What follows belongs to an exercise in optimizing a design on an open flow for small area, a short achievable clock period and few clock cycles per item; a production flow would make more cautious choices. In this exercise RTL edits were held to simulation tests only and were not proved equivalent to the original. The clock input has no modelled driver; a real chip could not lean on it and would need a root buffer or a full tree. Power and IR drop assume default switching activity.

## lz77_top
module lz77_top (
  input  logic                  clk,
  input  logic                  rstn,
  input  logic                  start_i,
  input  logic [BLK_LEN_WD-1:0] cfg_len_i,
  input  logic [DATA_WD-1:0]    rd_dat_i,
  output logic                  rd_val_o,
  output logic                  val_o,
  output logic                  flg_lit_o,
  output logic [DATA_WD-1:0]    dat_lit_o,
  output logic [LEN_WD-1:0]     dat_len_o,
  output logic [DST_WD-1:0]     dat_dst_o,
  output logic                  flg_lst_o,
  output logic                  done_o
);
For scale: about 600 cells after synthesis, roughly 210 flip-flops, ~41 I/O pins.
Settings: LEC_CHECK=0, CAP_MARGIN=20, CORE_MARGIN=2, CORE_UTILIZATION=40, CTS_BUF_LIST=sky130_fd_sc_hd__clkbuf_16, CTS_CLUSTER_DIAMETER=80, CTS_CLUSTER_SIZE=30, SETUP_SLACK_MARGIN=5, SLEW_MARGIN=20; clock period 8.0 ns.
standard.sh (not shown) runs the stock make flow with config.mk's settings and CLKGATE_MAP_FILE= SYNTH_SCRIPT=/design/flow/synth_recipe.tcl, a recipe that flattens the netlist after the stock synthesis.
==> flow/flow/run.sh <==
#!/bin/bash
# The standard layout with a tighter timing-repair target, small port buffers, no dummy
# clock loads and a two-level clock tree (flow/clock_levels.tcl, run before global routing);
# the clock period and constraints are the design's. ORFS keeps each step's log under orfs/logs.
set -euo pipefail
bash standard.sh SETUP_SLACK_MARGIN=5.46 "BUFFER_PORTS_ARGS=-buffer_cell sky130_fd_sc_hd__buf_2" \
  "CTS_ARGS=-sink_clustering_enable -repair_clock_nets -sink_clustering_size 30 -sink_clustering_max_diameter 80 -buf_list sky130_fd_sc_hd__clkbuf_16 -dont_use_dummy_load" \
  "PRE_GLOBAL_ROUTE_TCL=$PWD/flow/clock_levels.tcl" \
  finish > standard.log 2>&1
==> flow/flow/clock_levels.tcl <==
# Sourced by ORFS before global routing (PRE_GLOBAL_ROUTE_TCL). The clock tree CTS builds for
# this small design is root buffer -> two branch buffers -> leaf buffers -> flip-flops. This
# drops the branch level: the root buffer drives every leaf buffer directly, so all registers
# keep the same number of buffers on their clock path and the tree stays balanced.
set block [ord::get_db_block]
set root [$block findInst clkbuf_0_clk]
if {$root ne "NULL"} {
  set rootnet [[$root findITerm X] getNet]
  set mids {}
  foreach it [$rootnet getITerms] {
    set inst [$it getInst]
    if {[$inst getName] eq [$root getName]} { continue }
    if {![string match "sky130_fd_sc_hd__clkbuf_*" [[$inst getMaster] getName]]} { continue }
    set onet [[$inst findITerm X] getNet]
    set only_bufs 1
    foreach lt [$onet getITerms] {
      set li [$lt getInst]
      if {[$li getName] eq [$inst getName]} { continue }
      if {![string match "sky130_fd_sc_hd__clkbuf_*" [[$li getMaster] getName]]} { set only_bufs 0 }
    }
    if {$only_bufs} { lappend mids $inst }
  }
  foreach inst $mids {
    set onet [[$inst findITerm X] getNet]
    set loads {}
    foreach lt [$onet getITerms] {
      if {[[$lt getInst] getName] ne [$inst getName]} { lappend loads $lt }
    }
    foreach lt $loads {
      $lt disconnect
      $lt connect $rootnet
    }
    puts "clock_levels: removed [$inst getName], [llength $loads] leaf buffers now on [$rootnet getName]"
    [$inst findITerm A] disconnect
    [$inst findITerm X] disconnect
    odb::dbInst_destroy $inst
    odb::dbNet_destroy $onet
  }
}
Testbench counts at the start, summed over its fixed seeds: cycles 41,294, bytes 39,715.
Rerun with:
==> flow/flow/run.sh (replaced) <==
#!/bin/bash
# The standard layout with a tighter timing-repair target, small port buffers and no dummy
# clock loads; the clock period and constraints are the design's. ORFS keeps each step's log
# under orfs/logs.
set -euo pipefail
bash standard.sh SETUP_SLACK_MARGIN=5.46 "BUFFER_PORTS_ARGS=-buffer_cell sky130_fd_sc_hd__buf_2" \
  "CTS_ARGS=-repair_clock_nets -buf_list sky130_fd_sc_hd__clkbuf_16 -dont_use_dummy_load" \
  finish > standard.log 2>&1
removed: flow/flow/clock_levels.tcl
The new run completed with no timing, DRC or antenna violations.
Final cell count goes up by 0.94%.
Register-to-register slack gains 0.06 ns.
Wire length barely changes.
Rerun with:
--- a/flow/flow/run.sh
+++ b/flow/flow/run.sh
@@ -6,3 +6,3 @@
 bash standard.sh SETUP_SLACK_MARGIN=5.46 "BUFFER_PORTS_ARGS=-buffer_cell sky130_fd_sc_hd__buf_2" \
-  "CTS_ARGS=-repair_clock_nets -buf_list sky130_fd_sc_hd__clkbuf_16 -dont_use_dummy_load" \
+  "CTS_ARGS=-sink_clustering_enable -repair_clock_nets -sink_clustering_size 30 -sink_clustering_max_diameter 80 -buf_list sky130_fd_sc_hd__clkbuf_16 -dont_use_dummy_load" \
   finish > standard.log 2>&1
ABC_AREA = 1   (was unset)
After rerunning: Total power drops by 7.4%; hold slack is better by 0.0052 ns; sequential power stays flat; cell area climbs by 0.54%; critical path depth is unchanged.
Rerun with:
==> flow/flow/run.sh (replaced) <==
#!/bin/bash
# The standard layout with a tighter timing-repair target, small port buffers, no dummy
# clock loads and a two-level clock tree (flow/clock_levels.tcl, run before global routing);
# the clock period and constraints are the design's. ORFS keeps each step's log under orfs/logs.
set -euo pipefail
bash standard.sh SETUP_SLACK_MARGIN=5.52 "BUFFER_PORTS_ARGS=-buffer_cell sky130_fd_sc_hd__buf_2" \
  "CTS_ARGS=-sink_clustering_enable -repair_clock_nets -sink_clustering_size 30 -sink_clustering_max_diameter 80 -buf_list sky130_fd_sc_hd__clkbuf_16 -dont_use_dummy_load" \
  "PRE_GLOBAL_ROUTE_TCL=$PWD/flow/clock_levels.tcl" \
  finish > standard.log 2>&1
==> flow/flow/clock_levels.tcl (new file) <==
# Sourced by ORFS before global routing (PRE_GLOBAL_ROUTE_TCL). The clock tree CTS builds for
# this small design is root buffer -> two branch buffers -> leaf buffers -> flip-flops. This
# drops the branch level: the root buffer drives every leaf buffer directly, so all registers
# keep the same number of buffers on their clock path and the tree stays balanced.
set block [ord::get_db_block]
set root [$block findInst clkbuf_0_clk]
if {$root ne "NULL"} {
  set rootnet [[$root findITerm X] getNet]
  set mids {}
  foreach it [$rootnet getITerms] {
    set inst [$it getInst]
    if {[$inst getName] eq [$root getName]} { continue }
    if {![string match "sky130_fd_sc_hd__clkbuf_*" [[$inst getMaster] getName]]} { continue }
    set onet [[$inst findITerm X] getNet]
    set only_bufs 1
    foreach lt [$onet getITerms] {
      set li [$lt getInst]
      if {[$li getName] eq [$inst getName]} { continue }
      if {![string match "sky130_fd_sc_hd__clkbuf_*" [[$li getMaster] getName]]} { set only_bufs 0 }
    }
    if {$only_bufs} { lappend mids $inst }
  }
  foreach inst $mids {
    set onet [[$inst findITerm X] getNet]
    set loads {}
    foreach lt [$onet getITerms] {
      if {[[$lt getInst] getName] ne [$inst getName]} { lappend loads $lt }
    }
    foreach lt $loads {
      $lt disconnect
      $lt connect $rootnet
    }
    puts "clock_levels: removed [$inst getName], [llength $loads] leaf buffers now on [$rootnet getName]"
    [$inst findITerm A] disconnect
    [$inst findITerm X] disconnect
    odb::dbInst_destroy $inst
    odb::dbNet_destroy $onet
  }
}
ABC_AREA = unset   (was 1)
Effect: Design area went down by 2.8%. Routed wire length went down by 12%. Core utilization went up by 0.25 points. Cell count shrinks by 14%.

re-timing with driven ports:
The results above use ideal ports. As a check the final layouts listed here were re-extracted and re-timed, cells and wires unchanged. Step 1 assumes that a clkbuf_16 drives the clock port and a buf_2 every other input. Step 2 also shifts input and output timing later by t, the mid clock arrival at the registers, as if the neighbouring blocks saw the same clock. Three values: ideal ports, drivers, drivers and shift; two values: the first two.
run | shift t [ns] | setup slack, ns | hold WS [ns] | worst register clock-pin slew, ns
the first run | 0.412 | 5.483 / 5.451 / 5.093 | 0.311 / 0.311 / 0.311 | 0.11 / 0.11
the second run | 0.466 | 5.463 / 5.420 / 5.020 | 0.328 / 0.328 / 0.328 | 0.08 / 0.08
the third run | 0.480 | 5.423 / 5.385 / 5.040 | 0.333 / 0.333 / 0.333 | 0.11 / 0.11
the fourth run | 0.418 | 5.490 / 5.449 / 5.118 | 0.335 / 0.335 / 0.335 | 0.11 / 0.11
After both steps setup and hold are still met in every run listed. For the second run, which loses most, drivers alone change the setup slack by -0.043 ns; drivers and shift together by -0.443 ns.
